Source: an optimization exercise on an open RTL-to-GDS flow (aim: a short achievable clock period, few clock cycles per item and low power). Production flows keep margins and buffers that such runs may drop.
Only simulation tests tie the RTL to the original design; equivalence was not proved.
Power figures rest on the tool's default switching activity, not on a simulated workload.

## fmul_pipe
module fmul_pipe
#(
    parameter int EXP   = 8,
    parameter int FRAC  = 23,
    parameter int WIDTH = EXP + FRAC + 1
) (
    input  logic              clk,
    input  logic              rst,
    input  logic              in_valid,
    output logic              in_ready,
    input  logic [WIDTH-1:0]  a,
    input  logic [WIDTH-1:0]  b,
    input  logic [1:0]        round_mode,
    output logic              out_valid,
    input  logic              out_ready,
    output logic [WIDTH-1:0]  r,
    output logic [NFLAGS-1:0] flags
);
Size in the first run: about 3400 cells after synthesis, ~110 I/O pins, roughly 35000 µm² of cells after synthesis.
clock: 8.0 ns
lec_check: 0
cap_margin: 20
core_margin: 2
core_utilization: 40
cts_cluster_diameter: 150
cts_cluster_size: 20
gpl_routability_driven: 0
setup_slack_margin: 4.3
slew_margin: 20
run.sh (not shown) runs the stock make flow with config.mk's settings and CLKGATE_MAP_FILE= SYNTH_SCRIPT=/design/flow/synth_recipe.tcl, a recipe that flattens the netlist after the stock synthesis.
Testbench counts at the start, summed over its fixed seeds: cycles 32,032, items 32,000.
Change:
Settings changed: CTS_CLUSTER_DIAMETER 150 to unset, CTS_CLUSTER_SIZE 20 to unset, GPL_ROUTABILITY_DRIVEN 0 to unset, SETUP_SLACK_MARGIN 4.3 to 3.9.
What happened: Register-to-register slack loses 0.37 ns; final area fell by a few percent; total power climbs by a few percent; hold slack degrades by 0.0055 ns; die area stays the same; maximum frequency came out lower by a little under a tenth; setup slack loses 0.32 ns; routed wire length fell by a few percent.
Change:
Settings changed: ABC_AREA set to 1, CTS_CLUSTER_DIAMETER set to 150, CTS_CLUSTER_SIZE set to 20, SETUP_SLACK_MARGIN 3.9 to 4.3.
The new run finished clean.
Worst hold slack barely changes.
Routed wire length climbs by a few percent.
Power shrinks by a few percent.
Global-route usage stays flat.
Combinational power is about the same.
Setup slack improves by 0.41 ns.
Change:
Settings changed: ABC_AREA 1 to unset, CTS_CLUSTER_SIZE 20 to 25.
Maximum frequency falls by 4.4%.
Combinational power grows by about 1%.
Via count is lower by 10%.
Sequential power stays flat.
Worst setup slack gets worse by 0.17 ns.
Critical path depth is lower by 1.
Clock-buffer cell count drops by 7.
Area after synthesis drops by 3.1%.
Wire length came out lower by 2.8%.

========
Setup of the reference run:
fmul_pipe again, from the RTL that the note above started with.
make LEC_CHECK=0 ABC_AREA=1 CAP_MARGIN=10 CORE_MARGIN=2 CORE_UTILIZATION=40 CTS_CLUSTER_DIAMETER=150 CTS_CLUSTER_SIZE=20 SETUP_SLACK_MARGIN=4.3 SLEW_MARGIN=10 finish   # period 8.0 ns
Testbench counts of the reference run, summed over its fixed seeds: cycles 32,032, items 32,000.
> inputs changed (the reference run -> the trial run)
diff --git a/flow/config.mk b/flow/config.mk
--- a/flow/config.mk
+++ b/flow/config.mk
@@ -7,9 +7,9 @@
 export LEC_CHECK = 0
 export ABC_AREA = 1
-export CAP_MARGIN = 10
+export CAP_MARGIN = 20
 export CORE_MARGIN = 2
 export CORE_UTILIZATION = 40
 export CTS_CLUSTER_DIAMETER = 150
 export CTS_CLUSTER_SIZE = 20
-export SETUP_SLACK_MARGIN = 4.3
-export SLEW_MARGIN = 10
+export SETUP_SLACK_MARGIN = 4.45
+export SLEW_MARGIN = 20
### Flow results
On maximum resistive drop on vdd, the reference run beats the trial run. When the trial run is set beside the reference run, its global routing usage on met2 turns out to be 1.5 points larger. The trial run reports a higher global routing usage on met1 than the reference run does. Compared with the reference run, the trial run shows a combinational cell fraction of total power that is 1.7 points higher. Going from the reference run to the trial run, count of H-tree levels built during CTS stayed essentially flat, core utilization rose by 1.9 points, minimum setup slack after placement rose by 0.19 ns, sequential share of layout area fell by 1.1 points. Number of placed instances, taps included: the reference run vs the trial run — no meaningful difference. Compared with the reference run, in the trial run area of all placed cells without fillers now sits higher, routed wire length now sits higher.

========
## run A
fmul_pipe, a different RTL version from the one above (not shown whole).
Size: ~3300 cells after synthesis, about 110 I/O pins, ~35000 sq um of cells after synthesis.
Settings: LEC_CHECK=0, CAP_MARGIN=20, CORE_MARGIN=2, CORE_UTILIZATION=40, SETUP_SLACK_MARGIN=4.3, SLEW_MARGIN=20; clock period 8.0 ns.
Testbench counts of run A, summed over its fixed seeds: cycles 32,032, items 32,000.
Inputs modified between run A and run B:
Settings: SETUP_SLACK_MARGIN: 4.3 -> 4.7.
Net switching power in run B is about 6% above run A. Run A → run B: worst setup slack now sits lower, clock tree cell share of total cell area went up, global router's overall resource usage went up. Looking at final cell count, run B sits about 2.4% higher than run A does. Compared with run A, run B shows post-route clock period utilization higher by 0.58 points. Number of antenna violations at the first check in global routing, run A and run B: larger value in run B.

afterwards: timing with drivers on the ports:
In the flow no input, the clock included, has a driving cell. The finished layouts below were timed again as built, in two steps.
Step 1 (the two cells are an assumption about what drives the block):
set clk [get_ports {clk}]
set_driving_cell -lib_cell sky130_fd_sc_hd__clkbuf_16 $clk
set_driving_cell -lib_cell sky130_fd_sc_hd__buf_2 [delete_from_list [all_inputs] $clk]
Step 2 moves the port delays by t, midway between the first and last clock arrival at a register: inputs arrive t later, outputs are due t later. That takes back most of the time a late clock gives input paths.
Slacks: ideal / step 1 / step 2; pairs: ideal / step 1.
| run | t, ns | slack for setup (ns) | latest minus earliest clock arrival (ns) |
|---|---|---|---|
| the first run of note 1 | 0.669 | 4.317 / 4.360 / 3.696 | 0.045 / 0.045 |
| the second run of note 1 | 0.674 | 3.993 / 3.993 / 3.364 | 0.032 / 0.032 |
| the third run of note 1 | 0.667 | 4.402 / 4.402 / 3.780 | 0.036 / 0.036 |
| the fourth run of note 1 | 0.663 | 4.235 / 4.235 / 3.682 | 0.045 / 0.045 |
| the reference run | 0.667 | 4.402 / 4.402 / 3.780 | 0.036 / 0.036 |
| the trial run | 0.657 | 4.362 / 4.362 / 3.858 | 0.045 / 0.046 |
| run A | 0.678 | 4.200 / 4.200 / 3.668 | 0.054 / 0.055 |
| run B | 0.683 | 4.154 / 4.154 / 3.876 | 0.045 / 0.045 |
After both steps every run listed still meets setup and hold. The setup slack of the second run of note 1, which loses most, moves by 0.000 ns with the drivers and by -0.629 ns with both steps.
